This is an optimization exercise on Yosys and OpenROAD, whose aim is a short achievable clock period and few clock cycles per item, not a production implementation. In this exercise RTL edits were held to simulation tests only and were not proved equivalent to the original. Power is estimated from default activity; no workload was simulated.

File: flow/config.mk
export PLATFORM = sky130hd
export DESIGN_NAME = rv_exec_top
export DESIGN_NICKNAME = rv_exec_top
export VERILOG_FILES = /design/flow/design.v
export SDC_FILE = /design/flow/constraint.sdc
export NUM_CORES = 4
export LEC_CHECK = 0
export CAP_MARGIN = 50
export CORE_MARGIN = 2
export CORE_UTILIZATION = 65
export CTS_CLUSTER_DIAMETER = 100
export CTS_CLUSTER_SIZE = 20
export SETUP_SLACK_MARGIN = 3.2
export SLEW_MARGIN = 50
export SYNTH_HIERARCHICAL = 1
File: flow/run.sh
#!/bin/bash
# synth_recipe.tcl (not shown) runs the flow's synth.tcl, then flattens the netlist and writes it again
# the make line also repeats each setting of config.mk as NAME=value (left out here)
make -C /OpenROAD-flow-scripts/flow DESIGN_CONFIG=/design/flow/config.mk WORK_HOME=/design/flow/orfs CLKGATE_MAP_FILE= SYNTH_SCRIPT=/design/flow/synth_recipe.tcl finish
File: flow/design.v
`default_nettype none
package rv_exec_pkg;
  localparam int NUM_REGS     = 32;
  localparam int XLEN_DEFAULT = 32;
  localparam logic [4:0] REG_X0 = 5'd0;
  localparam logic [4:0] OP_LUI   = 5'd0;
  localparam logic [4:0] OP_AUIPC = 5'd1;
  localparam logic [4:0] OP_ADDI  = 5'd2;
  localparam logic [4:0] OP_SLTI  = 5'd3;
  localparam logic [4:0] OP_SLTIU = 5'd4;
  localparam logic [4:0] OP_XORI  = 5'd5;
  localparam logic [4:0] OP_ORI   = 5'd6;
  localparam logic [4:0] OP_ANDI  = 5'd7;
  localparam logic [4:0] OP_SLLI  = 5'd8;
  localparam logic [4:0] OP_SRLI  = 5'd9;
  localparam logic [4:0] OP_SRAI  = 5'd10;
  localparam logic [4:0] OP_ADD   = 5'd11;
  localparam logic [4:0] OP_SUB   = 5'd12;
  localparam logic [4:0] OP_SLL   = 5'd13;
  localparam logic [4:0] OP_SLT   = 5'd14;
  localparam logic [4:0] OP_SLTU  = 5'd15;
  localparam logic [4:0] OP_XOR   = 5'd16;
  localparam logic [4:0] OP_SRL   = 5'd17;
  localparam logic [4:0] OP_SRA   = 5'd18;
  localparam logic [4:0] OP_OR    = 5'd19;
  localparam logic [4:0] OP_AND   = 5'd20;
endpackage
`default_nettype wire
`default_nettype none
import rv_exec_pkg::*;
module rv_regfile
#(
  parameter int XLEN = XLEN_DEFAULT
) (
  input  logic                in_clk,
  input  logic                in_rst,
  input  logic [NUM_REGS-1:0] rsel1_i,
  input  logic [NUM_REGS-1:0] rsel2_i,
  output logic [3:0][XLEN-1:0] rgrp1_o,
  output logic [3:0][XLEN-1:0] rgrp2_o,
  input  logic [NUM_REGS-1:0] wsel_i,
  input  logic [XLEN-1:0]     wdata_i
);
  logic [XLEN-1:0] regs [1:NUM_REGS-1];
  for (genvar i = 1; i < NUM_REGS; i++) begin : g_reg
    always_ff @(posedge in_clk or negedge in_rst) begin
      if (!in_rst) begin
        regs[i] <= '0;
      end else if (wsel_i[i]) begin
        regs[i] <= wdata_i;
      end
    end
  end
  always_comb begin
    for (int k = 0; k < 4; k++) begin
      rgrp1_o[k] = '0;
      rgrp2_o[k] = '0;
      for (int j = (k == 0) ? 1 : 0; j < 8; j++) begin
        rgrp1_o[k] = rgrp1_o[k] | (regs[8*k+j] & {XLEN{rsel1_i[8*k+j]}});
        rgrp2_o[k] = rgrp2_o[k] | (regs[8*k+j] & {XLEN{rsel2_i[8*k+j]}});
      end
    end
  end
endmodule
`default_nettype wire
`default_nettype none
import rv_exec_pkg::*;
module rv_issue
#(
  parameter int XLEN = XLEN_DEFAULT
) (
  input  logic                in_clk,
  input  logic                in_rst,
  input  logic                accept_i,
  input  logic [4:0]          op_i,
  input  logic [4:0]          rd_i,
  input  logic [4:0]          rs1_i,
  input  logic [4:0]          rs2_i,
  input  logic [XLEN-1:0]     imm_i,
  input  logic [XLEN-1:0]     pc_i,
  output logic                hold_o,
  output logic                held_o,
  output logic [NUM_REGS-1:0] rsel1_o,
  output logic [NUM_REGS-1:0] rsel2_o,
  input  logic [3:0][XLEN-1:0] rgrp1_i,
  input  logic [3:0][XLEN-1:0] rgrp2_i,
  input  logic [XLEN-1:0]     r_data_i,
  output logic                d_valid_o,
  output logic [4:0]          d_rd_o,
  output logic [XLEN-1:0]     d_a_o,
  output logic [XLEN-1:0]     d_b_o,
  output logic                d_fx1_o,
  output logic                d_fx2_o,
  output logic                d_fr1_o,
  output logic                d_fr2_o,
  output logic                d_inv_o,
  output logic                d_sgn_o,
  output logic                d_sel_add_o,
  output logic                d_sel_lt_o,
  output logic                d_log_and_o,
  output logic                d_log_xor_o,
  output logic                d_sel_sll_o,
  output logic                d_sel_sr_o,
  output logic                d_sra_o,
  output logic [3:0]          d_sh_h_o,
  output logic [3:0]          d_sh_m_o,
  output logic                d_sh_4_o,
  output logic [3:0]          d_shl_o,
  output logic [3:0]          d_shr_o,
  output logic [3:0]          d_shm_o,
  output logic                d_sh4_o,
  output logic                d_shl_fr_o,
  output logic                d_shr_fr_o,
  output logic                d_sh_fr_o
);
  logic            s_valid;
  logic [4:0]      s_op;
  logic [4:0]      s_rd;
  logic [4:0]      s_rs1;
  logic [4:0]      s_rs2;
  logic [XLEN-1:0] s_imm;
  logic [XLEN-1:0] s_pc;
  logic            f_stall;
  assign hold_o = f_stall && (s_valid || accept_i);
  assign held_o = s_valid;
  always_ff @(posedge in_clk or negedge in_rst) begin
    if (!in_rst) begin
      s_valid <= 1'b0;
    end else begin
      s_valid <= hold_o;
    end
  end
  always_ff @(posedge in_clk) begin
    if (!s_valid) begin
      s_op  <= op_i;
      s_rd  <= rd_i;
      s_rs1 <= rs1_i;
      s_rs2 <= rs2_i;
      s_imm <= imm_i;
      s_pc  <= pc_i;
    end
  end
  logic [4:0]      n_op;
  logic [4:0]      n_rd;
  logic [4:0]      n_rs1;
  logic [4:0]      n_rs2;
  logic [XLEN-1:0] n_imm;
  logic [XLEN-1:0] n_pc;
  always_comb begin
    if (s_valid) begin
      n_op  = s_op;
      n_rd  = s_rd;
      n_rs1 = s_rs1;
      n_rs2 = s_rs2;
      n_imm = s_imm;
      n_pc  = s_pc;
    end else begin
      n_op  = op_i;
      n_rd  = rd_i;
      n_rs1 = rs1_i;
      n_rs2 = rs2_i;
      n_imm = imm_i;
      n_pc  = pc_i;
    end
  end
  logic i_rs1_used, i_rs2_used, i_shift, i_pc_used;
  logic i_fx1, i_fx2, i_fr1, i_fr2, i_fb1, i_fb2;
  logic       e_valid;
  logic [4:0] e_rd;
  always_ff @(posedge in_clk or negedge in_rst) begin
    if (!in_rst) begin
      e_valid <= 1'b0;
    end else begin
      e_valid <= d_valid_o;
    end
  end
  always_ff @(posedge in_clk) begin
    e_rd <= d_rd_o;
  end
  always_comb begin
    i_rs1_used = (op_i != OP_LUI) && (op_i != OP_AUIPC) && (rs1_i != REG_X0);
    i_rs2_used = (op_i >= OP_ADD) && (rs2_i != REG_X0);
    i_pc_used  = (op_i == OP_AUIPC);
    i_shift    = (op_i == OP_SLLI) || (op_i == OP_SRLI) || (op_i == OP_SRAI) ||
                 (op_i == OP_SLL)  || (op_i == OP_SRL)  || (op_i == OP_SRA);
    i_fx1 = i_rs1_used && f_valid   && (f_rd   == rs1_i);
    i_fx2 = i_rs2_used && f_valid   && (f_rd   == rs2_i);
    i_fr1 = i_rs1_used && d_valid_o && (d_rd_o == rs1_i);
    i_fr2 = i_rs2_used && d_valid_o && (d_rd_o == rs2_i);
    i_fb1 = i_rs1_used && e_valid && (e_rd == rs1_i);
    i_fb2 = i_rs2_used && e_valid && (e_rd == rs2_i);
  end
  logic s_rs1_used, s_rs2_used, s_shift, s_pc_used;
  logic s_fx1, s_fx2, s_fb1, s_fb2;
  always_ff @(posedge in_clk) begin
    if (!s_valid) begin
      s_rs1_used <= i_rs1_used;
      s_rs2_used <= i_rs2_used;
      s_pc_used  <= i_pc_used;
      s_shift    <= i_shift;
      s_fx1      <= i_fx1;
      s_fx2      <= i_fx2;
      s_fb1      <= i_fr1;
      s_fb2      <= i_fr2;
    end
  end
  logic n_rs1_used, n_rs2_used, n_shift, n_pc_used;
  logic n_fx1, n_fx2, n_fr1, n_fr2, n_fb1, n_fb2;
  always_comb begin
    if (s_valid) begin
      n_rs1_used = s_rs1_used;
      n_rs2_used = s_rs2_used;
      n_pc_used  = s_pc_used;
      n_shift    = s_shift;
      n_fx1      = s_fx1;
      n_fx2      = s_fx2;
      n_fr1      = 1'b0;
      n_fr2      = 1'b0;
      n_fb1      = s_fb1;
      n_fb2      = s_fb2;
    end else begin
      n_rs1_used = i_rs1_used;
      n_rs2_used = i_rs2_used;
      n_pc_used  = i_pc_used;
      n_shift    = i_shift;
      n_fx1      = i_fx1;
      n_fx2      = i_fx2;
      n_fr1      = i_fr1;
      n_fr2      = i_fr2;
      n_fb1      = i_fb1;
      n_fb2      = i_fb2;
    end
  end
  logic                f_valid;
  logic [4:0]          f_op;
  logic [4:0]          f_rd;
  logic [XLEN-1:0]     f_imm;
  logic [XLEN-1:0]     f_pc;
  logic                f_pc_used;
  logic                f_shift;
  logic                f_imm_used;
  logic [NUM_REGS-1:0] f_oh1, f_oh2;
  logic [NUM_REGS-1:0] f_rsel1, f_rsel2;
  logic                f_fx1, f_fx2;
  logic                f_fr1, f_fr2;
  logic                f_fb1, f_fb2;
  logic [NUM_REGS-1:0] n_oh1, n_oh2;
  always_comb begin
    for (int i = 0; i < NUM_REGS; i++) begin
      n_oh1[i] = n_rs1_used && (n_rs1 == 5'(i));
      n_oh2[i] = n_rs2_used && (n_rs2 == 5'(i));
    end
  end
  always_ff @(posedge in_clk or negedge in_rst) begin
    if (!in_rst) begin
      f_valid <= 1'b0;
      f_fx1   <= 1'b0;
      f_fx2   <= 1'b0;
      f_fr1   <= 1'b0;
      f_fr2   <= 1'b0;
      f_fb1   <= 1'b0;
      f_fb2   <= 1'b0;
    end else if (!f_stall) begin
      f_valid <= s_valid || accept_i;
      f_fx1   <= n_fx1;
      f_fx2   <= n_fx2;
      f_fr1   <= n_fr1;
      f_fr2   <= n_fr2;
      f_fb1   <= n_fb1;
      f_fb2   <= n_fb2;
    end else begin
      f_fx1   <= 1'b0;
      f_fx2   <= 1'b0;
      f_fr1   <= f_fx1;
      f_fr2   <= f_fx2;
      f_fb1   <= f_fr1;
      f_fb2   <= f_fr2;
    end
  end
  always_ff @(posedge in_clk) begin
    if (!f_stall) begin
      f_op       <= n_op;
      f_rd       <= n_rd;
      f_imm      <= n_imm;
      f_pc       <= n_pc;
      f_pc_used  <= n_pc_used;
      f_shift    <= n_shift;
      f_imm_used <= (n_op < OP_ADD);
      f_oh1      <= n_oh1;
      f_oh2      <= n_oh2;
      f_rsel1    <= n_oh1 & {NUM_REGS{!n_fb1 && !n_fr1}};
      f_rsel2    <= n_oh2 & {NUM_REGS{!n_fb2 && !n_fr2}};
    end else begin
      f_rsel1    <= f_oh1 & {NUM_REGS{!f_fr1 && !f_fx1}};
      f_rsel2    <= f_oh2 & {NUM_REGS{!f_fr2 && !f_fx2}};
    end
  end
  assign rsel1_o = f_rsel1;
  assign rsel2_o = f_rsel2;
  logic inv;
  logic sgn;
  logic sel_add, sel_lt, sel_xor, sel_or, sel_and, sel_sll, sel_sr, sra;
  always_comb begin
    inv      = 1'b0;
    sgn      = 1'b0;
    sel_add  = 1'b0;
    sel_lt   = 1'b0;
    sel_xor  = 1'b0;
    sel_or   = 1'b0;
    sel_and  = 1'b0;
    sel_sll  = 1'b0;
    sel_sr   = 1'b0;
    sra      = 1'b0;
    case (f_op)
      OP_LUI:   begin sel_add = 1'b1; end
      OP_AUIPC: begin sel_add = 1'b1; end
      OP_ADDI:  begin sel_add = 1'b1; end
      OP_SLTI:  begin sel_lt = 1'b1; inv = 1'b1; sgn = 1'b1; end
      OP_SLTIU: begin sel_lt = 1'b1; inv = 1'b1; end
      OP_XORI:  begin sel_xor = 1'b1; end
      OP_ORI:   begin sel_or = 1'b1; end
      OP_ANDI:  begin sel_and = 1'b1; end
      OP_SLLI:  begin sel_sll = 1'b1; end
      OP_SRLI:  begin sel_sr = 1'b1; end
      OP_SRAI:  begin sel_sr = 1'b1; sra = 1'b1; end
      OP_ADD:   begin sel_add = 1'b1; end
      OP_SUB:   begin sel_add = 1'b1; inv = 1'b1; end
      OP_SLL:   begin sel_sll = 1'b1; end
      OP_SLT:   begin sel_lt = 1'b1; inv = 1'b1; sgn = 1'b1; end
      OP_SLTU:  begin sel_lt = 1'b1; inv = 1'b1; end
      OP_XOR:   begin sel_xor = 1'b1; end
      OP_SRL:   begin sel_sr = 1'b1; end
      OP_SRA:   begin sel_sr = 1'b1; sra = 1'b1; end
      OP_OR:    begin sel_or = 1'b1; end
      OP_AND:   begin sel_and = 1'b1; end
      default:  ;
    endcase
  end
  logic stall_nxt;
  assign stall_nxt = !f_stall && (s_valid || accept_i) &&
                     (((n_fx1 || n_fx2) && f_valid && f_shift && f_fx1) || (n_fx2 && n_shift));
  always_ff @(posedge in_clk or negedge in_rst) begin
    if (!in_rst) begin
      f_stall <= 1'b0;
    end else begin
      f_stall <= stall_nxt;
    end
  end
  logic [4:0] amt;
  logic [3:0] amt_h;
  logic [3:0] amt_m;
  always_comb begin
    amt = ({5{f_fb2 && !f_fr2}} & r_data_i[4:0]) | ({5{f_imm_used}} & f_imm[4:0]);
    for (int k = 0; k < 4; k++) begin
      amt = amt | rgrp2_i[k][4:0];
    end
    for (int k = 0; k < 4; k++) begin
      amt_h[k] = (amt[1:0] == 2'(k));
      amt_m[k] = (amt[3:2] == 2'(k));
    end
  end
  logic sh_l, sh_r;
  assign sh_l = sel_sll && !f_fx1 && !f_fx2;
  assign sh_r = sel_sr && !f_fx1 && !f_fx2;
  logic [4:0][XLEN-1:0] d_ag;
  logic [4:0][XLEN-1:0] d_bg;
  always_ff @(posedge in_clk or negedge in_rst) begin
    if (!in_rst) begin
      d_valid_o <= 1'b0;
    end else begin
      d_valid_o <= f_valid && !f_stall;
    end
  end
  always_ff @(posedge in_clk) begin
    for (int k = 0; k < 4; k++) begin
      d_ag[k] <= rgrp1_i[k];
      d_bg[k] <= rgrp2_i[k];
    end
    d_ag[4]     <= ({XLEN{f_fb1 && !f_fr1}} & r_data_i) | ({XLEN{f_pc_used}} & f_pc);
    d_bg[4]     <= ({XLEN{f_fb2 && !f_fr2}} & r_data_i) | ({XLEN{f_imm_used}} & f_imm);
    d_rd_o      <= f_rd;
    d_fx1_o     <= f_fx1;
    d_fx2_o     <= f_fx2;
    d_fr1_o     <= f_fr1;
    d_fr2_o     <= f_fr2;
    d_inv_o     <= inv;
    d_sgn_o     <= sgn;
    d_sel_add_o <= sel_add;
    d_sel_lt_o  <= sel_lt;
    d_log_and_o <= sel_and || sel_or;
    d_log_xor_o <= sel_xor || sel_or;
    d_sel_sll_o <= sel_sll;
    d_sel_sr_o  <= sel_sr;
    d_sra_o     <= sra;
    d_sh_h_o    <= amt_h;
    d_sh_m_o    <= amt_m;
    d_sh_4_o    <= amt[4];
    d_shl_o     <= amt_h & {4{sh_l && !f_fr2}};
    d_shr_o     <= amt_h & {4{sh_r && !f_fr2}};
    d_shm_o     <= amt_m & {4{!f_fr2}};
    d_sh4_o     <= amt[4] && !f_fr2;
    d_shl_fr_o  <= sh_l && f_fr2;
    d_shr_fr_o  <= sh_r && f_fr2;
    d_sh_fr_o   <= (sel_sll || sel_sr) && f_fr2;
  end
  assign d_a_o = d_ag[0] | d_ag[1] | d_ag[2] | d_ag[3] | d_ag[4] | ({XLEN{d_fr1_o}} & r_data_i);
  assign d_b_o = d_bg[0] | d_bg[1] | d_bg[2] | d_bg[3] | d_bg[4] | ({XLEN{d_fr2_o}} & r_data_i);
endmodule
`default_nettype wire
`default_nettype none
import rv_exec_pkg::*;
module rv_alu
#(
  parameter int XLEN = XLEN_DEFAULT
) (
  input  logic                in_clk,
  input  logic                in_rst,
  input  logic                d_valid_i,
  input  logic [4:0]          d_rd_i,
  input  logic [XLEN-1:0]     d_a_i,
  input  logic [XLEN-1:0]     d_b_i,
  input  logic                d_fx1_i,
  input  logic                d_fx2_i,
  input  logic                d_fr1_i,
  input  logic                d_fr2_i,
  input  logic                d_inv_i,
  input  logic                d_sgn_i,
  input  logic                d_sel_add_i,
  input  logic                d_sel_lt_i,
  input  logic                d_log_and_i,
  input  logic                d_log_xor_i,
  input  logic                d_sel_sll_i,
  input  logic                d_sel_sr_i,
  input  logic                d_sra_i,
  input  logic [3:0]          d_sh_h_i,
  input  logic [3:0]          d_sh_m_i,
  input  logic                d_sh_4_i,
  input  logic [3:0]          d_shl_i,
  input  logic [3:0]          d_shr_i,
  input  logic [3:0]          d_shm_i,
  input  logic                d_sh4_i,
  input  logic                d_shl_fr_i,
  input  logic                d_shr_fr_i,
  input  logic                d_sh_fr_i,
  output logic                x_valid_o,
  output logic [4:0]          x_rd_o,
  output logic                r_valid_o,
  output logic [4:0]          r_rd_o,
  output logic [XLEN-1:0]     r_data_o,
  output logic [NUM_REGS-1:0] r_wsel_o
);
  localparam int W  = XLEN + 1;
  logic [XLEN-1:0] x_a;
  logic [XLEN-1:0] x_b;
  logic [NUM_REGS-1:0] x_wsel;   
  logic            x_inv;
  logic            x_sgn;
  logic            x_sel_add;
  logic            x_sel_lt;
  logic            x_log_and;
  logic            x_log_xor;
  logic [XLEN-1:0] x_shl2;      
  logic [XLEN-1:0] x_shr2;      
  logic            x_sh16;
  logic            x_shfill;
  logic [XLEN-1:0] x_shv;
  logic [3:0]      xsh_l;        
  logic [3:0]      xsh_r;        
  logic [3:0]      xsh_m;
  logic            xsh_4;
  logic            x_sra;
  logic [W-1:0] ea;
  logic [W-1:0] eb;
  logic [W-1:0] g;
  logic [W-1:0] p;
  logic [W-1:0] cy;
  assign ea = {~x_sgn | x_a[XLEN-1], x_a};
  assign eb = {x_sgn & x_b[XLEN-1], x_b};
  assign g  = ea & eb;
  assign p  = ea ^ eb;
  rv_carry #(.W(W)) u_carry (
    .a_i  (ea),
    .b_i  (eb),
    .cy_o (cy)
  );
  logic [XLEN-1:0] xsh;
  rv_shift #(.XLEN(XLEN)) u_xshift (
    .a_i     (x_a),
    .shl_h_i (xsh_l),
    .shr_h_i (xsh_r),
    .m_i     (xsh_m),
    .s4_i    (xsh_4),
    .fill_i  (x_sra & x_a[XLEN-1]),
    .l_o     (),
    .r_o     (),
    .y_o     (xsh)
  );
  assign x_shv = (x_sh16 ? (x_shl2 << 16) : x_shl2)
               | (x_sh16 ? {{16{x_shfill}}, x_shr2[XLEN-1:16]} : x_shr2);
  logic [XLEN-1:0] other;
  logic [XLEN-1:0] sp;
  logic [XLEN-1:0] res_c0;    
  logic [XLEN-1:0] res_c1;    
  logic [XLEN-1:0] csel;      
  logic [XLEN-1:0] fast;
  logic [XLEN-1:0] result;
  assign other = ({XLEN{x_log_and}} & g[XLEN-1:0])
               | ({XLEN{x_log_xor}} & p[XLEN-1:0])
               | x_shv;
  assign sp = p[XLEN-1:0] ^ {XLEN{x_inv}};
  assign csel = {cy[XLEN-1:1], cy[XLEN]};
  always_comb begin
    res_c0 = ({XLEN{x_sel_add}} &  sp) | other;
    res_c1 = ({XLEN{x_sel_add}} & ~sp) | other;
    res_c0[0] = ({x_sel_add} & sp[0]) | other[0] | (x_sel_lt & ~p[XLEN]);
    res_c1[0] = ({x_sel_add} & sp[0]) | other[0] | (x_sel_lt &  p[XLEN]);
  end
  rv_csel #(.W(XLEN)) u_sel_res (
    .sel_i (csel),
    .hi_i  (res_c1),
    .lo_i  (res_c0),
    .y_o   (fast)
  );
  assign result = fast | xsh;
  logic [XLEN-1:0] base_a, base_b;
  logic [XLEN-1:0] a_nxt, b_nxt;
  logic [XLEN-1:0] a_c1, a_c0, b_c1, b_c0;
  assign base_a = d_a_i;
  assign base_b = d_b_i;
  assign a_c1 = (d_fx1_i ? res_c1 : base_a) ^ {XLEN{d_inv_i}};
  assign a_c0 = (d_fx1_i ? res_c0 : base_a) ^ {XLEN{d_inv_i}};
  assign b_c1 =  d_fx2_i ? res_c1 : base_b;
  assign b_c0 =  d_fx2_i ? res_c0 : base_b;
  rv_csel #(.W(XLEN)) u_sel_a (
    .sel_i (csel),
    .hi_i  (a_c1),
    .lo_i  (a_c0),
    .y_o   (a_nxt)
  );
  rv_csel #(.W(XLEN)) u_sel_b (
    .sel_i (csel),
    .hi_i  (b_c1),
    .lo_i  (b_c0),
    .y_o   (b_nxt)
  );
  logic       d_sh_fast;
  logic [4:0] damt;
  logic [3:0] dsh_h;
  logic [3:0] dsh_m;
  assign d_sh_fast = !d_fx1_i && !d_fx2_i;
  assign damt      = r_data_o[4:0];
  always_comb begin
    for (int k = 0; k < 4; k++) begin
      dsh_h[k] = d_fr2_i ? (damt[1:0] == 2'(k)) : d_sh_h_i[k];
      dsh_m[k] = d_fr2_i ? (damt[3:2] == 2'(k)) : d_sh_m_i[k];
    end
  end
  logic [3:0] rsh_h;
  logic [3:0] rsh_m;
  always_comb begin
    for (int k = 0; k < 4; k++) begin
      rsh_h[k] = (damt[1:0] == 2'(k));
      rsh_m[k] = (damt[3:2] == 2'(k));
    end
  end
  logic [XLEN-1:0] d_shl2, d_shr2;
  logic            d_shfill;
  assign d_shfill = d_sra_i && d_sh_fast && base_a[XLEN-1];
  rv_shift #(.XLEN(XLEN), .BY16(0)) u_dshift (
    .a_i     (base_a),
    .shl_h_i (d_shl_i | (rsh_h & {4{d_shl_fr_i}})),
    .shr_h_i (d_shr_i | (rsh_h & {4{d_shr_fr_i}})),
    .m_i     (d_shm_i | (rsh_m & {4{d_sh_fr_i}})),
    .s4_i    (1'b0),
    .fill_i  (d_shfill),
    .l_o     (d_shl2),
    .r_o     (d_shr2),
    .y_o     ()
  );
  always_ff @(posedge in_clk or negedge in_rst) begin
    if (!in_rst) begin
      x_valid_o <= 1'b0;
    end else begin
      x_valid_o <= d_valid_i;
    end
  end
  always_ff @(posedge in_clk) begin
    x_rd_o    <= d_rd_i;
    for (int i = 0; i < NUM_REGS; i++) begin
      x_wsel[i] <= (d_rd_i == 5'(i)) && (i != 0);
    end
    x_a       <= a_nxt;
    x_b       <= b_nxt;
    x_inv     <= d_inv_i;
    x_sgn     <= d_sgn_i;
    x_sel_add <= d_sel_add_i;
    x_sel_lt  <= d_sel_lt_i;
    x_log_and <= d_log_and_i;
    x_log_xor <= d_log_xor_i;
    x_shl2     <= d_shl2;
    x_shr2     <= d_shr2;
    x_sh16     <= d_sh4_i | (damt[4] && d_sh_fr_i);
    x_shfill   <= d_shfill;
    xsh_l      <= dsh_h & {4{d_sel_sll_i && !d_sh_fast}};
    xsh_r      <= dsh_h & {4{d_sel_sr_i && !d_sh_fast}};
    xsh_m      <= dsh_m;
    xsh_4      <= d_fr2_i ? damt[4] : d_sh_4_i;
    x_sra      <= d_sra_i && !d_sh_fast;
  end
  always_ff @(posedge in_clk or negedge in_rst) begin
    if (!in_rst) begin
      r_valid_o <= 1'b0;
      r_wsel_o  <= '0;
    end else begin
      r_valid_o <= x_valid_o;
      r_wsel_o  <= x_wsel & {NUM_REGS{x_valid_o}};
    end
  end
  always_ff @(posedge in_clk) begin
    r_rd_o   <= x_rd_o;
    r_data_o <= result;
  end
endmodule
module rv_carry
#(
  parameter int W = 33
) (
  input  logic [W-1:0] a_i,
  input  logic [W-1:0] b_i,
  output logic [W-1:0] cy_o
);
  localparam int LV = $clog2(W);
  logic [W-1:0] gg [LV+1];
  logic [W-1:0] tt [LV+1];
  assign gg[0] = ~(a_i & b_i);
  assign tt[0] = ~(a_i | b_i);
  function automatic logic pol(input integer l, input integer i);
    integer n, k;
    begin
      n = 0;
      for (k = 1; k <= l; k = k + 1) begin
        if (i >= (1 << (k - 1))) n = n + 1;
      end
      pol = (n % 2) == 1;
    end
  endfunction
  for (genvar l = 1; l <= LV; l++) begin : g_lvl
    localparam int D = 1 << (l - 1);
    for (genvar i = 0; i < W; i++) begin : g_bit
      if (i >= D) begin : g_op
        localparam logic PH = pol(l - 1, i);
        localparam logic PL = pol(l - 1, i - D);
        logic glo, tlo;
        if (PH == PL) begin : g_same
          assign glo = gg[l-1][i-D];
          assign tlo = tt[l-1][i-D];
        end else begin : g_flip
          assign glo = ~gg[l-1][i-D];
          assign tlo = ~tt[l-1][i-D];
        end
        if (PH) begin : g_pos
          rv_pfx_p u_node (
            .g_hi_i (gg[l-1][i]),
            .t_hi_i (tt[l-1][i]),
            .g_lo_i (glo),
            .t_lo_i (tlo),
            .gn_o   (gg[l][i]),
            .tn_o   (tt[l][i])
          );
        end else begin : g_neg
          rv_pfx_n u_node (
            .gn_hi_i (gg[l-1][i]),
            .tn_hi_i (tt[l-1][i]),
            .gn_lo_i (glo),
            .tn_lo_i (tlo),
            .g_o     (gg[l][i]),
            .t_o     (tt[l][i])
          );
        end
      end else begin : g_pass
        assign gg[l][i] = gg[l-1][i];
        assign tt[l][i] = tt[l-1][i];
      end
    end
  end
  assign cy_o[0] = 1'b0;
  for (genvar i = 1; i < W; i++) begin : g_out
    if (pol(LV, i - 1)) begin : g_t
      assign cy_o[i] = gg[LV][i-1];
    end else begin : g_f
      assign cy_o[i] = ~gg[LV][i-1];
    end
  end
endmodule
module rv_pfx_p (
  input  logic g_hi_i,
  input  logic t_hi_i,
  input  logic g_lo_i,
  input  logic t_lo_i,
  output logic gn_o,
  output logic tn_o
);
  assign gn_o = ~(g_hi_i | (t_hi_i & g_lo_i));
  assign tn_o = ~(t_hi_i & t_lo_i);
endmodule
module rv_pfx_n (
  input  logic gn_hi_i,
  input  logic tn_hi_i,
  input  logic gn_lo_i,
  input  logic tn_lo_i,
  output logic g_o,
  output logic t_o
);
  assign g_o = ~(gn_hi_i & (tn_hi_i | gn_lo_i));
  assign t_o = ~(tn_hi_i | tn_lo_i);
endmodule
module rv_shift
#(
  parameter int XLEN = 32,
  parameter bit BY16 = 1
) (
  input  logic [XLEN-1:0] a_i,
  input  logic [3:0]      shl_h_i,
  input  logic [3:0]      shr_h_i,
  input  logic [3:0]      m_i,
  input  logic            s4_i,
  input  logic            fill_i,
  output logic [XLEN-1:0] l_o,
  output logic [XLEN-1:0] r_o,
  output logic [XLEN-1:0] y_o
);
  logic [XLEN-1:0] l1, l2;
  logic [XLEN-1:0] q1, q2;
  always_comb begin
    l1 = '0;
    q1 = '0;
    for (int k = 0; k < 4; k++) begin
      l1 = l1 | ({XLEN{shl_h_i[k]}} & (a_i << k));
      q1 = q1 | ({XLEN{shr_h_i[k]}} & XLEN'($signed({fill_i, a_i}) >>> k));
    end
    l2 = '0;
    q2 = '0;
    for (int k = 0; k < 4; k++) begin
      l2 = l2 | ({XLEN{m_i[k]}} & (l1 << (4 * k)));
      q2 = q2 | ({XLEN{m_i[k]}} & XLEN'($signed({fill_i, q1}) >>> (4 * k)));
    end
    l_o = l2;
    r_o = q2;
    if (BY16) begin
      y_o = (s4_i ? (l2 << 16) : l2) | (s4_i ? XLEN'($signed({fill_i, q2}) >>> 16) : q2);
    end else begin
      y_o = '0;
    end
  end
endmodule
module rv_csel
#(
  parameter int W = 31
) (
  input  logic [W-1:0] sel_i,
  input  logic [W-1:0] hi_i,
  input  logic [W-1:0] lo_i,
  output logic [W-1:0] y_o
);
  for (genvar i = 0; i < W; i++) begin : g_bit
    assign y_o[i] = sel_i[i] ? hi_i[i] : lo_i[i];
  end
endmodule
`default_nettype wire
`default_nettype none
import rv_exec_pkg::*;
module rv_writeback
#(
  parameter int XLEN   = XLEN_DEFAULT,
  parameter int QDEPTH = 7
) (
  input  logic            in_clk,
  input  logic            in_rst,
  input  logic            instr_valid_i,
  output logic            instr_ready_o,
  output logic            accept_o,
  input  logic            hold_i,
  input  logic            held_i,
  input  logic            r_valid_i,
  input  logic [4:0]      r_rd_i,
  input  logic [XLEN-1:0] r_data_i,
  output logic            res_valid_o,
  input  logic            res_ready_i,
  output logic [4:0]      res_rd_o,
  output logic [XLEN-1:0] res_data_o
);
  localparam int CAP = QDEPTH;
  localparam int CW  = $clog2(CAP + 1);
  localparam int PW  = $clog2(QDEPTH);
  logic [CW-1:0] owed;
  logic          pop;
  logic          rdy_int;
  logic          q_any;
  logic          rdy_inc;
  logic          rdy_same;
  assign rdy_int  = (owed < CW'(CAP)) && !held_i;
  assign accept_o = instr_valid_i && rdy_int;
  assign pop      = q_any && res_ready_i;
  assign rdy_inc  = (owed + CW'(1)) < CW'(CAP);
  assign rdy_same = owed < CW'(CAP);
  always_ff @(posedge in_clk or negedge in_rst) begin
    if (!in_rst) begin
      owed <= '0;
    end else begin
      case ({accept_o, pop})
        2'b10:   owed <= owed + CW'(1);
        2'b01:   owed <= owed - CW'(1);
        default: ;
      endcase
    end
  end
  always_ff @(posedge in_clk) begin
    case ({accept_o, pop})
      2'b10:   instr_ready_o <= rdy_inc && !hold_i;
      2'b01:   instr_ready_o <= !hold_i;
      default: instr_ready_o <= rdy_same && !hold_i;
    endcase
  end
  logic [4:0]      q_rd   [QDEPTH];
  logic [XLEN-1:0] q_data [QDEPTH];
  logic [PW-1:0]   wptr;
  logic [PW-1:0]   rptr;
  logic [PW-1:0]   rptr1;
  logic [PW:0]     q_cnt;
  logic [PW:0]     q_cnt_nxt;
  logic [4:0]      hd0_rd, hd1_rd;
  logic [XLEN-1:0] hd0_data, hd1_data;
  assign rptr1     = (rptr == PW'(QDEPTH - 1)) ? '0 : rptr + PW'(1);
  assign q_any     = (q_cnt != '0);
  always_comb begin
    case ({r_valid_i, pop})
      2'b10:   q_cnt_nxt = q_cnt + (PW+1)'(1);
      2'b01:   q_cnt_nxt = q_cnt - (PW+1)'(1);
      default: q_cnt_nxt = q_cnt;
    endcase
  end
  logic q_any_nxt;
  assign q_any_nxt = (q_cnt >= (PW+1)'(2)) || r_valid_i || (q_any && !pop);
  always_ff @(posedge in_clk or negedge in_rst) begin
    if (!in_rst) begin
      wptr        <= '0;
      rptr        <= '0;
      q_cnt       <= '0;
    end else begin
      if (r_valid_i) wptr <= (wptr == PW'(QDEPTH - 1)) ? '0 : wptr + PW'(1);
      if (pop)       rptr <= rptr1;
      q_cnt       <= q_cnt_nxt;
    end
  end
  always_ff @(posedge in_clk) begin
    res_valid_o <= q_any_nxt;
  end
  always_ff @(posedge in_clk) begin
    if (r_valid_i) begin
      q_rd[wptr]   <= r_rd_i;
      q_data[wptr] <= r_data_i;
    end
  end
  always_comb begin
    if (q_cnt >= (PW+1)'(1)) begin
      hd0_rd   = q_rd[rptr];
      hd0_data = q_data[rptr];
    end else begin
      hd0_rd   = r_rd_i;
      hd0_data = r_data_i;
    end
    if (q_cnt >= (PW+1)'(2)) begin
      hd1_rd   = q_rd[rptr1];
      hd1_data = q_data[rptr1];
    end else begin
      hd1_rd   = r_rd_i;
      hd1_data = r_data_i;
    end
  end
  always_ff @(posedge in_clk) begin
    if (pop) begin
      res_rd_o   <= hd1_rd;
      res_data_o <= hd1_data;
    end else begin
      res_rd_o   <= hd0_rd;
      res_data_o <= hd0_data;
    end
  end
endmodule
`default_nettype wire
`default_nettype none
import rv_exec_pkg::*;
module rv_exec_top
#(
  parameter int XLEN = XLEN_DEFAULT
) (
  input  logic            in_clk,
  input  logic            in_rst,
  input  logic            instr_valid_i,
  output logic                 instr_ready_o,
  input  logic [4:0]        op_i,
  input  logic [4:0]      rd_i,
  input  logic [4:0]      rs1_i,
  input  logic [4:0]      rs2_i,
  input  logic [XLEN-1:0] imm_i,
  input  logic [XLEN-1:0] pc_i,
  output logic                 res_valid_o,
  input  logic            res_ready_i,
  output logic [4:0]           res_rd_o,
  output logic [XLEN-1:0]      res_data_o
);
  logic                accept;
  logic                hold;
  logic                held;
  logic [NUM_REGS-1:0] rsel1;
  logic [NUM_REGS-1:0] rsel2;
  logic [3:0][XLEN-1:0] rgrp1;
  logic [3:0][XLEN-1:0] rgrp2;
  logic                d_valid;
  logic [4:0]          d_rd;
  logic [XLEN-1:0]     d_a;
  logic [XLEN-1:0]     d_b;
  logic                d_fx1;
  logic                d_fx2;
  logic                d_fr1;
  logic                d_fr2;
  logic                d_inv;
  logic                d_sgn;
  logic                d_sel_add;
  logic                d_sel_lt;
  logic                d_log_and;
  logic                d_log_xor;
  logic                d_sel_sll;
  logic                d_sel_sr;
  logic                d_sra;
  logic [3:0]          d_sh_h;
  logic [3:0]          d_sh_m;
  logic                d_sh_4;
  logic [3:0]          d_shl;
  logic [3:0]          d_shr;
  logic [3:0]          d_shm;
  logic                d_sh4;
  logic                d_shl_fr;
  logic                d_shr_fr;
  logic                d_sh_fr;
  logic                x_valid;
  logic [4:0]          x_rd;
  logic                r_valid;
  logic [4:0]          r_rd;
  logic [XLEN-1:0]     r_data;
  logic [NUM_REGS-1:0] r_wsel;
  rv_regfile #(.XLEN(XLEN)) u_regfile (
    .in_clk   (in_clk),
    .in_rst   (in_rst),
    .rsel1_i  (rsel1),
    .rsel2_i  (rsel2),
    .rgrp1_o  (rgrp1),
    .rgrp2_o  (rgrp2),
    .wsel_i   (r_wsel),
    .wdata_i  (r_data)
  );
  rv_issue #(.XLEN(XLEN)) u_issue (
    .in_clk      (in_clk),
    .in_rst      (in_rst),
    .accept_i    (accept),
    .op_i        (op_i),
    .rd_i        (rd_i),
    .rs1_i       (rs1_i),
    .rs2_i       (rs2_i),
    .imm_i       (imm_i),
    .pc_i        (pc_i),
    .hold_o      (hold),
    .held_o      (held),
    .rsel1_o     (rsel1),
    .rsel2_o     (rsel2),
    .rgrp1_i     (rgrp1),
    .rgrp2_i     (rgrp2),
    .r_data_i    (r_data),
    .d_valid_o   (d_valid),
    .d_rd_o      (d_rd),
    .d_a_o       (d_a),
    .d_b_o       (d_b),
    .d_fx1_o     (d_fx1),
    .d_fx2_o     (d_fx2),
    .d_fr1_o     (d_fr1),
    .d_fr2_o     (d_fr2),
    .d_inv_o     (d_inv),
    .d_sgn_o     (d_sgn),
    .d_sel_add_o (d_sel_add),
    .d_sel_lt_o  (d_sel_lt),
    .d_log_and_o (d_log_and),
    .d_log_xor_o (d_log_xor),
    .d_sel_sll_o (d_sel_sll),
    .d_sel_sr_o  (d_sel_sr),
    .d_sra_o     (d_sra),
    .d_sh_h_o    (d_sh_h),
    .d_sh_m_o    (d_sh_m),
    .d_sh_4_o    (d_sh_4),
    .d_shl_o     (d_shl),
    .d_shr_o     (d_shr),
    .d_shm_o     (d_shm),
    .d_sh4_o     (d_sh4),
    .d_shl_fr_o  (d_shl_fr),
    .d_shr_fr_o  (d_shr_fr),
    .d_sh_fr_o   (d_sh_fr)
  );
  rv_alu #(.XLEN(XLEN)) u_alu (
    .in_clk      (in_clk),
    .in_rst      (in_rst),
    .d_valid_i   (d_valid),
    .d_rd_i      (d_rd),
    .d_a_i       (d_a),
    .d_b_i       (d_b),
    .d_fx1_i     (d_fx1),
    .d_fx2_i     (d_fx2),
    .d_fr1_i     (d_fr1),
    .d_fr2_i     (d_fr2),
    .d_inv_i     (d_inv),
    .d_sgn_i     (d_sgn),
    .d_sel_add_i (d_sel_add),
    .d_sel_lt_i  (d_sel_lt),
    .d_log_and_i (d_log_and),
    .d_log_xor_i (d_log_xor),
    .d_sel_sll_i (d_sel_sll),
    .d_sel_sr_i  (d_sel_sr),
    .d_sra_i     (d_sra),
    .d_sh_h_i    (d_sh_h),
    .d_sh_m_i    (d_sh_m),
    .d_sh_4_i    (d_sh_4),
    .d_shl_i     (d_shl),
    .d_shr_i     (d_shr),
    .d_shm_i     (d_shm),
    .d_sh4_i     (d_sh4),
    .d_shl_fr_i  (d_shl_fr),
    .d_shr_fr_i  (d_shr_fr),
    .d_sh_fr_i   (d_sh_fr),
    .x_valid_o   (x_valid),
    .x_rd_o      (x_rd),
    .r_valid_o   (r_valid),
    .r_rd_o      (r_rd),
    .r_data_o    (r_data),
    .r_wsel_o    (r_wsel)
  );
  rv_writeback #(.XLEN(XLEN)) u_writeback (
    .in_clk        (in_clk),
    .in_rst        (in_rst),
    .instr_valid_i (instr_valid_i),
    .instr_ready_o (instr_ready_o),
    .accept_o      (accept),
    .hold_i        (hold),
    .held_i        (held),
    .r_valid_i     (r_valid),
    .r_rd_i        (r_rd),
    .r_data_i      (r_data),
    .res_valid_o   (res_valid_o),
    .res_ready_i   (res_ready_i),
    .res_rd_o      (res_rd_o),
    .res_data_o    (res_data_o)
  );
endmodule
`default_nettype wire
File: flow/constraint.sdc
create_clock -name core_clock -period 5.5 [get_ports {in_clk}]
set_input_delay 1.1000 -clock core_clock [delete_from_list [all_inputs] [get_ports {in_clk}]]
set_output_delay 1.1000 -clock core_clock [all_outputs]
set_load 0.01 [all_outputs]
==> results.cfg, run 1 <==
[status]
outcome = no timing/DRC/antenna violations

[run]
cap_violations = 0

[power]
ir_drop_mv = 0.383
p_total_w = 0.0520
intPower_w = 0.0326
power.switching_w = 0.0194
leakagePower_nw = 45.8
power.density_mw_per_mm2 = 465
seqPwrFrac_pct = 47.3
swShare_pct = 37.3
power_frac_clock_pct = 20.2
combinationalPowerShare_pct = 32.5

[routing]
ant_nets = 0
routed_wirelength_um = 374000
drc = 0
via_count = 79600
drtIter0Drc = 12000
wl_per_cell_um = 35.1
avgViaCountPerCell = 7.46
met3WireLength_um = 48100
top_layer = met5
dr_wl_met2_um = 160000
met1_length_um = 132000
dr.pass1.iters = 11

[sta]
report.final.hold_viol_count = 0
skew_ns = 0.0334
rsz0062_at_grt = true
final.period_utilization_pct = 43.9
setup_viol = 0
fin_crit_ns = 2.42
fmax_ghz = 0.414
tns_ns = 0
finalWorstSetupSlack_ns = 3.08
slew_headroom_pct = 43.1
drv_slew = 0
max_slew.worst_pin.slew_ns = 0.851

[clocking]
cts_tree = done
cts_buffers = 132
cts_root_buffer = clkbuf_16
h-tree-depth = 4
clkSlewWorstSetupHoldPaths_ns = 0.09
clock-sinks = 2241
clk_latency_ns = 0.82
clockBufferDepth = 3

[floorplan]
rows = 145
dieArea_mm2 = 0.161
io_pins = 127
die_w_um = 401
die_h_um = 401
initial_core_util_pct = 65.6
coreArea_mm2 = 0.156

[grt]
grt_pass1_wl_um = 528000
overflow = 0
grt_pass1_vias = 76300
grtUsageTotal_pct = 44.9
grt_max_degree = 140
antenna_found_initial = 29

[setup_path]
cp.required_ns = 6.20
cp_max_fo = 31
crit_path_start = u_alu.xsh_r[2]$_DFF_P_
r2r-start = u_alu.xsh_r[2]$_DFF_P_
start_kind = register
crit_arrival_ns = 3.11
worstSetupPathType = register to register
reg2reg_depth = 6
crit_path_end_kind = register

[synth]
syn-num-nets = 8761
synth.avg_cell_area_um2 = 11.9
syn_inst = 8628
yosysWarnings = 18
syn-cell-area_mm2 = 0.103

[placed_design]
place_ws_ns = 1.81
gp_congestion = 0.984
hpwl_um = 235000
port_buffers = 126
place_area_mm2 = 0.105

[final_layout]
fillers = 11100
drive_above_1_share_pct = 28.1
fin_area_mm2 = 0.112
area_growth_pct = 9.02
layout.nets = 8607

[min_path]
hp-class = input port to async pin
-- through the flow --
| stage | instances | utilization, % | hold WS (ns) |
|---|---|---|---|
| 2_1_floorplan | 8628 | - | 0.310 |
| 3_3_place_gp | 10200 | 66.6 | 0.317 |
| 3_5_place_dp | 10300 | 67.0 | 0.321 |
| 4_1_cts | 10600 | 70.5 | 0.196 |
| 5_1_grt | 10600 | 71.4 | 0.197 |
| 6_report | 10700 | 71.5 | 0.219 |
-- worst max-delay path, stage by stage (launching register included) --
cell	delay, ns
dfxtp_1	0.32
buf_6	0.19
a22oi_2	0.39
a21boi_0	0.17
a2111oi_2	0.53
a32oi_1	0.31
or2_2	0.38
-- layer usage --
metal / vias to the layer above / track usage (%)
met3: 1499 / 13.6
met2: 5930 / 65.9
li1: 32400 / -
met1: 39700 / 56.3
met5: - / 0
met4: 14 / 33.3
-- final timing paths --
path	endpoint	slack, ns
min reg2reg	u_alu.x_sel_add$_DFF_P_	0.32
max	u_alu.r_data_o[0]$_DFF_P_	3.08
min in group core_clock	u_alu.x_sel_add$_DFF_P_	0.32
max in group asynchronous	u_regfile.regs[22][12]$_DFFE_PN0P_	3.78
max reg2reg	u_alu.r_data_o[0]$_DFF_P_	3.08
min	u_regfile.regs[9][17]$_DFFE_PN0P_	0.22
-- placed cells by master, fill, tap and decap left out, types with 135 or more instances in the layout --
master,n
clkbuf_16,135
dfxtp_1,665
o21ai_0,284
edfxtp_1,400
nor2_1,249
a21oi_1,257
mux2_2,1026
buf_4,272
a22oi_1,1002
nand2_1,381
dfrtp_1,1020
a22o_1,236
nand4_1,219
-- power groups by stage --
stage | registers [W] | clock network [W] | logic, W
2_1_floorplan | 0.0233 | 0 | 0.0104
3_3_place_gp | 0.0246 | 0 | 0.0142
3_5_place_dp | 0.0248 | 0 | 0.0148
4_1_cts | 0.0245 | 0.0105 | 0.0155
5_1_grt | 0.0249 | 0.0111 | 0.0176
6_report | 0.0246 | 0.0105 | 0.0169
-- final cells by class --
type	count	area [µm²]	area share (%)
timing repair inverter	1	5.00	0.00448
sequential	2241	54500	48.7
antenna	18	45.0	0.0403
timing repair buffer	491	4760	4.26
inverter	138	573	0.513
clock inverter	17	290	0.260
clock buffer	227	3720	3.33
tap	2058	2570	2.30
multi-input combinational	5469	45300	40.5
-- timing repair --
action	in CTS	in global routing
pin swaps	36	35
cloned	1	3
endpoints found under the setup margin	352	269
hold buffers	0	0
gates resized for setup	457	195
setup buffers	66	61
-- sequential cells by signal (all words and copies together), names as in the netlist, 32 cells and up --
register                count
u_alu.r_data_o             32
u_alu.x_a                  32
u_alu.x_b                  32
u_alu.x_shl2               32
u_alu.x_shr2               32
u_issue.d_ag              160
u_issue.d_bg              160
u_issue.f_imm              32
u_issue.f_pc               32
u_issue.s_imm              32
u_issue.s_pc               32
u_regfile.regs            992
u_writeback.q_data        224
u_writeback.q_rd           35
u_writeback.res_data_o     32
Testbench counts, summed over its fixed seeds: cycles 12,106, items 12,000.
==> run 2, diff against run 1 <==
--- a/flow/design.v
+++ b/flow/design.v
@@ -772,7 +772,7 @@
 module rv_writeback
 #(
   parameter int XLEN   = XLEN_DEFAULT,
-  parameter int QDEPTH = 7
+  parameter int QDEPTH = 6
 ) (
   input  logic            in_clk,
   input  logic            in_rst,
==> run 2 against run 1 <==
Still clean on timing, DRC and antenna. Sequential cell count decreased by 37. Clock skew decreased by 0.0058 ns. Via count decreased by 3.0%. Power decreased by 3.2%. Sequential power about the same. Clock-buffer cell count decreased by 3. Setup slack improved by 0.011 ns. Global-route usage increased by 0.37 points. Critical endpoint is now res_data_o[0]. Largest power group unchanged.
==> results.cfg, run 2 <==
[status]
outcome = no timing/DRC/antenna violations

[synth]
syn-num-nets = 8594
synth.avg_cell_area_um2 = 11.9
yosysWarnings = 18
syn_inst = 8461
syn-cell-area_mm2 = 0.101

[placed_design]
port_buffers = 126
hpwl_um = 229000
dp_cells = 10100
gp_congestion = 1.02

[setup_path]
critPathMaxStageDelay_ns = 0.37
cp.buffers_inverters = 1
reg2reg_depth = 4
crit_arrival_ns = 1.31
cp_max_fo = 1
crit_path_top_delay_cell = dfxtp_4
worstSetupPathType = register to output port
cp.required_ns = 4.40
crit_path_end_kind = output port
cp_top_family = flip-flops
crit_chain = buf_6
start_kind = register
worst-path-stages = 1

[sta]
max_slew.worst_pin.slew_ns = 0.831
rsz0062_at_grt = true
fin_crit_ns = 2.41
final.period_utilization_pct = 43.7
drv_slew = 0
slew_headroom_pct = 44.2
skew_ns = 0.0276
report.final.hold_viol_count = 0
tns_ns = 0
fmax_ghz = 0.416
setup_viol = 0
hold-worst-slack_ns = 0.230

[floorplan]
die_w_um = 397
initial_core_util_pct = 65.4
rows = 144
die_h_um = 397
coreArea_mm2 = 0.154
io_pins = 127
dieArea_mm2 = 0.158

[final_layout]
final_common_cell = dfrtp_1
regMostFlops = u_regfile.regs
largest_reg_flops = 992
most-common-layout-cells = 1026 x dfrtp_1, 1008 x mux2_2, 1004 x a22oi_1, 664 x dfxtp_1, 363 x edfxtp_1
drive_above_1_share_pct = 28.2
largestRegisters = u_regfile.regs: 992 flops, u_writeback.q_data: 192 flops
instances_no_fill = 10500
final_core_util_pct = 71.4
layout.nets = 8425
area_growth_pct = 9.14

[power]
leakagePower_nw = 45.4
p_total_w = 0.0503
ir_drop_mv = 0.344
power.density_mw_per_mm2 = 458

[clocking]
cts_tree = done
ctsHoldBuffers = 0
clkSlewWorstSetupHoldPaths_ns = 0.09
clockBufferDepth = 3
cts_buffers = 121
clock-sinks = 2204
clk_latency_ns = 0.82
cts_root_buffer = clkbuf_16
h-tree-depth = 3

[run]
cap_violations = 0

[routing]
ant_nets = 0
avgViaCountPerCell = 7.38
routed_wirelength_um = 369000
via_count = 77200
drtIter0Drc = 12200
drc = 0
dr.pass1.iters = 10
wl_per_cell_um = 35.3

[grt]
grt_pass1_vias = 74200
grt_max_degree = 118
grt_pass1_wl_um = 518000
overflow = 0
grtUsageTotal_pct = 45.3
antenna_found_initial = 37

[min_path]
hp-class = input port to async pin
run 2: cell count changes in the layout (fill, tap and decap cells not counted), sizes merged, moves of 16 or more:
cell,delta
o22ai,-23
o21ai,-56
edfxtp,-37
a211oi,+51
a22o,+25
o22a,-18
nor2,+20
a21oi,-44
buf,-16
mux2i,-18
nand2,-34
run 2: stage by stage:
step | instance area (µm²) | setup slack, ns
finish | 110000 | 3.09
global route | 110000 | 3.07
CTS | 108000 | 3.07
detailed placement | 103000 | 1.95
global placement | 102000 | 1.96
floorplan | 101000 | 2.41
run 2: what timing repair did:
item / in CTS / in global routing
endpoints found under the setup margin: 465 / 290
setup buffers: 51 / 58
resized for setup: 501 / 196
cloned: 2 / 4
pin swaps: 27 / 41
hold endpoints to repair: 0 / 0
run 2: final timing paths:
kind / slack, ns / from / end
setup / recovery: 3.09 / u_writeback.res_data_o[0]$_DFF_P_ / res_data_o[0]
hold reg to reg: 0.33 / u_issue.d_sel_lt_o$_DFF_P_ / u_alu.x_sel_lt$_DFF_P_
max in group asynchronous: 3.83 / in_rst / u_regfile.regs[22][8]$_DFFE_PN0P_
hold / removal: 0.23 / in_rst / u_issue.f_fr2$_DFF_PN0_
min in group core_clock: 0.33 / u_issue.d_sel_lt_o$_DFF_P_ / u_alu.x_sel_lt$_DFF_P_
setup reg to reg: 3.11 / u_alu.xsh_4$_DFF_P_ / u_alu.r_data_o[13]$_DFF_P_
run 2: power breakdown:
| part | total, W | switching, W | internal, W | leakage, nW |
|---|---|---|---|---|
| clock network | 0.00985 | 0.00550 | 0.00434 | 1.71 |
| logic | 0.0161 | 0.00946 | 0.00667 | 19.6 |
| registers | 0.0243 | 0.00376 | 0.0206 | 24.1 |
| total | 0.0503 | 0.0187 | 0.0316 | 45.4 |
run 2: area by class of cell:
cell class,instances,area (µm²)
tap,2044,2560
multi-input combinational,5330,44900
antenna,15,37.5
clock inverter,5,108
sequential,2204,53400
timing repair inverter,2,10.0
timing repair buffer,477,4740
clock buffer,224,3520
fill,11000,44000
inverter,156,616
run 2: worst register-to-register path: cells and delay by family (launching register included):
kind                   cells  cell delay, ns
AND/OR/NAND/NOR            1            0.19
flip-flops                 1            0.33
buffers and inverters      2            1.20
AO/OA/AOI/OAI              1            0.62
run 2: per-layer routing:
layer	vias to the layer above	GRT usage, %	wire [µm]	share of wire, %
met3	1356	14.6	47300	13
met1	38700	56.6	132000	36
met2	5436	65.8	158000	43
li1	31700	-	-	-
met4	24	33.8	32500	8.8
met5	-	0	167	0.045
Testbench counts of run 2, summed over its fixed seeds: cycles 12,106, items 12,000.
==> run 3, diff against run 2 <==
--- a/flow/design.v
+++ b/flow/design.v
@@ -503,7 +503,6 @@
   logic [XLEN-1:0] res_c1;    
   logic [XLEN-1:0] csel;      
   logic [XLEN-1:0] fast;
-  logic [XLEN-1:0] result;
   assign other = ({XLEN{x_log_and}} & g[XLEN-1:0])
                | ({XLEN{x_log_xor}} & p[XLEN-1:0])
                | x_shv;
@@ -521,7 +520,6 @@
     .lo_i  (res_c0),
     .y_o   (fast)
   );
-  assign result = fast | xsh;
   logic [XLEN-1:0] base_a, base_b;
   logic [XLEN-1:0] a_nxt, b_nxt;
   logic [XLEN-1:0] a_c1, a_c0, b_c1, b_c0;
@@ -607,6 +605,9 @@
     xsh_4      <= d_fr2_i ? damt[4] : d_sh_4_i;
     x_sra      <= d_sra_i && !d_sh_fast;
   end
+  logic [XLEN-1:0] r_fast;
+  logic [XLEN-1:0] r_sh;
+  assign r_data_o = r_fast | r_sh;
   always_ff @(posedge in_clk or negedge in_rst) begin
     if (!in_rst) begin
       r_valid_o <= 1'b0;
@@ -618,7 +619,8 @@
   end
   always_ff @(posedge in_clk) begin
     r_rd_o   <= x_rd_o;
-    r_data_o <= result;
+    r_fast   <= fast;
+    r_sh     <= xsh;
   end
 endmodule
 module rv_carry
--- a/flow/config.mk
+++ b/flow/config.mk
@@ -7,7 +7,7 @@
 export LEC_CHECK = 0
 export CAP_MARGIN = 50
 export CORE_MARGIN = 2
-export CORE_UTILIZATION = 65
+export CORE_UTILIZATION = 63
 export CTS_CLUSTER_DIAMETER = 100
 export CTS_CLUSTER_SIZE = 20
 export SETUP_SLACK_MARGIN = 3.2
==> run 3 against run 2 <==
Combinational power barely moved. Clock-buffer cell count did not move. Register-to-register slack got worse by 0.02 ns. Sequential cell count rose by 32. Via count fell by 0.35%. Routed wire length fell by 0.95%.
==> results.cfg, run 3 <==
[final_layout]
final_common_cell = dfrtp_1
regMostFlops = u_regfile.regs
area_growth_pct = 8.80
largestRegisters = u_regfile.regs: 992 flops, u_writeback.q_data: 192 flops
largest_reg_flops = 992
most-common-layout-cells = 1026 x dfrtp_1, 1018 x a22oi_1, 1007 x mux2_2, 728 x dfxtp_1, 363 x edfxtp_1
layout.nets = 8459
drive_above_1_share_pct = 26.6

[sta]
report.final.hold_viol_count = 0
slew_headroom_pct = 45.3
finalWorstSetupSlack_ns = 3.07
fmax_ghz = 0.411
fin_crit_ns = 2.43
final.period_utilization_pct = 44.2
setup_viol = 0
rsz0062_at_grt = true
drv_slew = 0
skew_ns = 0.0489
max_slew.worst_pin.slew_ns = 0.820
tns_ns = 0

[setup_path]
cp.buffers_inverters = 1
crit_path_top_delay_cell = dfxtp_4
crit_arrival_ns = 1.33
worstSetupPathType = register to output port
critPathMaxStageDelay_ns = 0.37
cp_max_fo = 1
crit_chain = buf_6
cp.required_ns = 4.40
crit_path_end_kind = output port
start_kind = register
cp_top_family = flip-flops

[grt]
grt_max_degree = 109
overflow = 0
antenna_found_initial = 34
grt_pass1_wl_um = 518000
grtUsageTotal_pct = 43.7
grt_pass1_vias = 73200

[power]
power.density_mw_per_mm2 = 465
ir_drop_mv = 0.419
leakagePower_nw = 45.7

[floorplan]
rows = 147
initial_core_util_pct = 63.2
coreArea_mm2 = 0.160
die_w_um = 405
io_pins = 127
dieArea_mm2 = 0.164
die_h_um = 405

[routing]
drc = 0
via_count = 76900
dr.pass1.iters = 9
routed_wirelength_um = 366000
ant_nets = 0
wl_per_cell_um = 34.7
drtIter0Drc = 11700
avgViaCountPerCell = 7.29

[min_path]
hp-class = input port to async pin

[clocking]
cts_root_buffer = clkbuf_16
cts_buffers = 131
clockBufferDepth = 3
clkSlewWorstSetupHoldPaths_ns = 0.09
h-tree-depth = 4
cts_tree = done
clk_latency_ns = 0.85
clock-sinks = 2236

[placed_design]
port_buffers = 126
hpwl_um = 233000
place_ws_ns = 1.90
gp_congestion = 1.00

[status]
outcome = no timing/DRC/antenna violations

[run]
cap_violations = 0

[synth]
syn-cell-area_mm2 = 0.101
synth.avg_cell_area_um2 = 11.9
yosysWarnings = 18
syn-num-nets = 8630
syn_inst = 8497
[run 3: per-stage QoR]
step	hold WS, ns	instances	utilization (%)	area (µm²)	power (W)
finish	0.170	10500	68.8	110000	0.0512
global route	0.172	10500	68.8	110000	0.0529
CTS	0.150	10500	68.0	109000	0.0502
detailed placement	0.315	10200	64.8	104000	0.0393
global placement	0.317	10200	64.4	103000	0.0386
floorplan	0.310	8497	-	101000	0.0333
[run 3: worst paths after layout]
path | start | endpoint | slack, ns | cells past startpoint
min in group core_clock | u_issue.sel_lt$_SDFF_PP0_ | u_issue.d_sel_lt_o$_DFF_P_ | 0.33 | 0
setup / recovery | u_writeback.res_data_o[0]$_DFF_P_ | res_data_o[0] | 3.07 | 1
max in group asynchronous | in_rst | u_regfile.regs[22][0]$_DFFE_PN0P_ | 4.00 | 3
hold reg to reg | u_issue.sel_lt$_SDFF_PP0_ | u_issue.d_sel_lt_o$_DFF_P_ | 0.33 | 0
hold / removal | in_rst | u_issue.f_fx1$_DFF_PN0_ | 0.17 | 1
setup reg to reg | u_issue.d_ag[49]$_DFF_P_ | u_alu.x_shr2[12]$_DFF_P_ | 3.09 | 5
[run 3: layout make-up]
type	instances	area (µm²)
clock buffer	224	3670
antenna	22	55.1
clock inverter	18	322
multi-input combinational	5335	44300
sequential	2236	53900
inverter	160	649
timing repair buffer	462	4550
tap	2086	2610
fill	11900	49900
[run 3: where the power goes]
group,switching (W),internal (W),total (W)
registers,0.00368,0.0208,0.0245
clock network,0.00575,0.00472,0.0105
logic,0.00970,0.00654,0.0162
[run 3: repair_timing]
action / in CTS / in global routing
hold buffers: 0 / 0
cloned: 5 / 2
buffers inserted: 42 / 36
gates resized for setup: 413 / 181
setup endpoints to repair: 460 / 309
pin swaps: 16 / 24
[run 3: per-layer routing]
metal / vias to the layer above / wire length, µm / track usage, %
met3: 1112 / 44800 / 12.5
met5: - / 161 / 0
met4: 18 / 27700 / 29.6
met1: 38600 / 136000 / 57.0
met2: 5378 / 157000 / 63.3
li1: 31800 / - / -
Testbench counts of run 3, summed over its fixed seeds: cycles 12,106, items 12,000.
==> run 4, diff against run 3 <==
--- a/flow/config.mk
+++ b/flow/config.mk
@@ -7,8 +7,8 @@
 export LEC_CHECK = 0
 export CAP_MARGIN = 50
 export CORE_MARGIN = 2
-export CORE_UTILIZATION = 63
-export CTS_CLUSTER_DIAMETER = 100
+export CORE_UTILIZATION = 65
+export CTS_CLUSTER_DIAMETER = 120
 export CTS_CLUSTER_SIZE = 20
 export SETUP_SLACK_MARGIN = 3.2
 export SLEW_MARGIN = 50
==> run 4 against run 3 <==
Critical path type unchanged. Power about the same. Non-clock buffer count decreased by 13. Critical endpoint is now res_data_o[20]. Still clean on timing, DRC and antenna. Clock-buffer cell count shrank 1. Synthesized cell count did not move.
==> results.cfg, run 4 <==
[synth]
syn-num-nets = 8630
synth.avg_cell_area_um2 = 11.9
syn_inst = 8497
yosysWarnings = 18
syn-cell-area_mm2 = 0.101

[clocking]
h-tree-depth = 4
ctsHoldBuffers = 0
clock-sinks = 2236
clkSlewWorstSetupHoldPaths_ns = 0.08
cts_buffers = 130
cts_root_buffer = clkbuf_16
clk_latency_ns = 0.83
cts_tree = done
clockBufferDepth = 3

[run]
cap_violations = 0

[routing]
drc = 0
drtIter0Drc = 12100
avgViaCountPerCell = 7.45
via_count = 78100
wl_per_cell_um = 35.3
dr.pass1.iters = 9
routed_wirelength_um = 371000
ant_nets = 0

[final_layout]
drive_above_1_share_pct = 26.3
area_growth_pct = 8.58
fin_area_mm2 = 0.110
final_common_cell = dfrtp_1
largest_reg_flops = 992
seqCellArea_mm2 = 0.0539
largestRegisters = u_regfile.regs: 992 flops, u_writeback.q_data: 192 flops
multi_input_area_mm2 = 0.0442
fillers = 11000
layout.nets = 8450
regMostFlops = u_regfile.regs
instances_no_fill = 10500
most-common-layout-cells = 1020 x dfrtp_1, 1019 x a22oi_1, 1007 x mux2_2, 735 x dfxtp_1, 363 x edfxtp_1

[sta]
slew_headroom_pct = 42.6
fmax_ghz = 0.414
report.final.hold_viol_count = 0
max_slew.worst_pin.slew_ns = 0.858
fin_crit_ns = 2.42
final.period_utilization_pct = 43.9
tns_ns = 0
drv_slew = 0
skew_ns = 0.0452
setup_viol = 0
rsz0062_at_grt = true

[grt]
grt_max_degree = 129
grt_pass1_wl_um = 524000
overflow = 0
grt_pass1_vias = 74600
antenna_found_initial = 29
grtUsageTotal_pct = 45.7

[setup_path]
cp.required_ns = 4.40
crit_chain = buf_6
crit_arrival_ns = 1.32
cp_max_fo = 1
critPathMaxStageDelay_ns = 0.37
cp.buffers_inverters = 1
worstSetupPathType = register to output port
crit_path_top_delay_cell = dfxtp_4
cp_top_family = flip-flops
start_kind = register
crit_path_end_kind = output port

[floorplan]
initial_core_util_pct = 65.5
coreArea_mm2 = 0.154
rows = 144
dieArea_mm2 = 0.159
die_w_um = 399
die_h_um = 399
io_pins = 127

[power]
power_frac_clock_pct = 20.3
swShare_pct = 37.4
power.density_mw_per_mm2 = 466
seqPwrFrac_pct = 48.1
ir_drop_mv = 0.359
intPower_w = 0.0320
combinationalPowerShare_pct = 31.7
power.switching_w = 0.0191
leakagePower_nw = 45.6

[placed_design]
dp_cells = 10100
port_buffers = 126
place_area_mm2 = 0.103
hpwl_um = 232000
gp_congestion = 0.994

[status]
outcome = no timing/DRC/antenna violations

[min_path]
hp-class = input port to async pin
run 4: metrics by stage:
step | hold WS, ns | total power, W | utilization [%] | setup slack, ns
after global routing | 0.132 | 0.0528 | 71.1 | 3.06
final | 0.153 | 0.0512 | 71.1 | 3.08
after CTS | 0.116 | 0.0499 | 70.3 | 2.87
after detailed placement | 0.312 | 0.0393 | 67.0 | 1.90
after global placement | 0.314 | 0.0385 | 66.6 | 1.88
after floorplan | 0.310 | 0.0333 | - | 2.41
run 4: repair_timing:
item / CTS / global route
gates cloned: 6 / 6
gates resized for setup: 415 / 169
buffers inserted: 34 / 35
setup endpoints to repair: 344 / 246
pin swaps: 12 / 24
run 4: layer usage:
layer	up-vias	global-route usage, %	wire (µm)
li1	31800	-	-
met2	5833	65.3	155000
met3	1533	15.2	48600
met1	38900	57.8	132000
met5	-	0.847	326
met4	20	33.8	34600
run 4: final cells by class:
class / instances / share of cell area (%)
sequential: 2236 / 49.1
multi-input combinational: 5338 / 40.3
timing repair buffer: 449 / 4.10
clock buffer: 223 / 3.32
tap: 2044 / 2.33
inverter: 160 / 0.596
clock inverter: 16 / 0.256
antenna: 16 / 0.0364
timing repair inverter: 2 / 0.0159
run 4: final timing paths:
kind	startpoint	endpoint	slack, ns	cells after the start
setup / recovery	u_writeback.res_data_o[20]$_DFF_P_	res_data_o[20]	3.08	1
hold / removal	in_rst	u_regfile.regs[13][3]$_DFFE_PN0P_	0.15	1
setup reg to reg	u_alu.r_fast[18]$_DFF_P_	u_alu.x_shl2[28]$_DFF_P_	3.16	7
hold reg to reg	u_issue.d_log_xor_o$_DFF_P_	u_alu.x_log_xor$_DFF_P_	0.32	0
max in group asynchronous	in_rst	u_regfile.regs[20][13]$_DFFE_PN0P_	3.99	4
min in group core_clock	u_issue.d_log_xor_o$_DFF_P_	u_alu.x_log_xor$_DFF_P_	0.32	0
run 4: power groups by stage:
stage	Combinational, W	Sequential [W]	Clock [W]
finish	0.0162	0.0246	0.0104
global route	0.0169	0.0249	0.0110
CTS	0.0152	0.0243	0.0104
detailed placement	0.0147	0.0246	0
global placement	0.0141	0.0244	0
floorplan	0.0103	0.0230	0

## port drivers added, routing unchanged
The flow's constraints put no driver on any port. The routed layouts listed below were extracted and timed again, unchanged, in two steps. Step 1 assumes that a clkbuf_16 drives the clock port and a buf_2 every other input. Step 2 moves the port delays by t, midway between the first and last clock arrival at a register: inputs arrive t later, outputs are due t later. That takes back most of the time a late clock gives input paths. a / b / c = ideal / step 1 / step 2; a / b = the first two.
| run | t (ns) | slack for setup (ns) | latest minus earliest clock arrival (ns) | worst slew at a driven data input, ns | cell pins on the clock port's net |
|---|---|---|---|---|---|
| run 1 | 0.890 | 3.083 / 3.008 / 2.416 | 0.044 / 0.044 | 0.18 | 1 |
| run 2 | 0.895 | 3.094 / 3.005 / 2.460 | 0.031 / 0.031 | 0.11 | 1 |
| run 3 | 0.912 | 3.069 / 2.984 / 2.426 | 0.050 / 0.050 | 0.12 | 1 |
| run 4 | 0.888 | 3.083 / 2.998 / 2.386 | 0.048 / 0.048 | 0.11 | 1 |
After both steps every run listed still meets setup and hold. The setup slack of run 4, which loses most, moves by -0.085 ns with the drivers and by -0.697 ns with both steps.
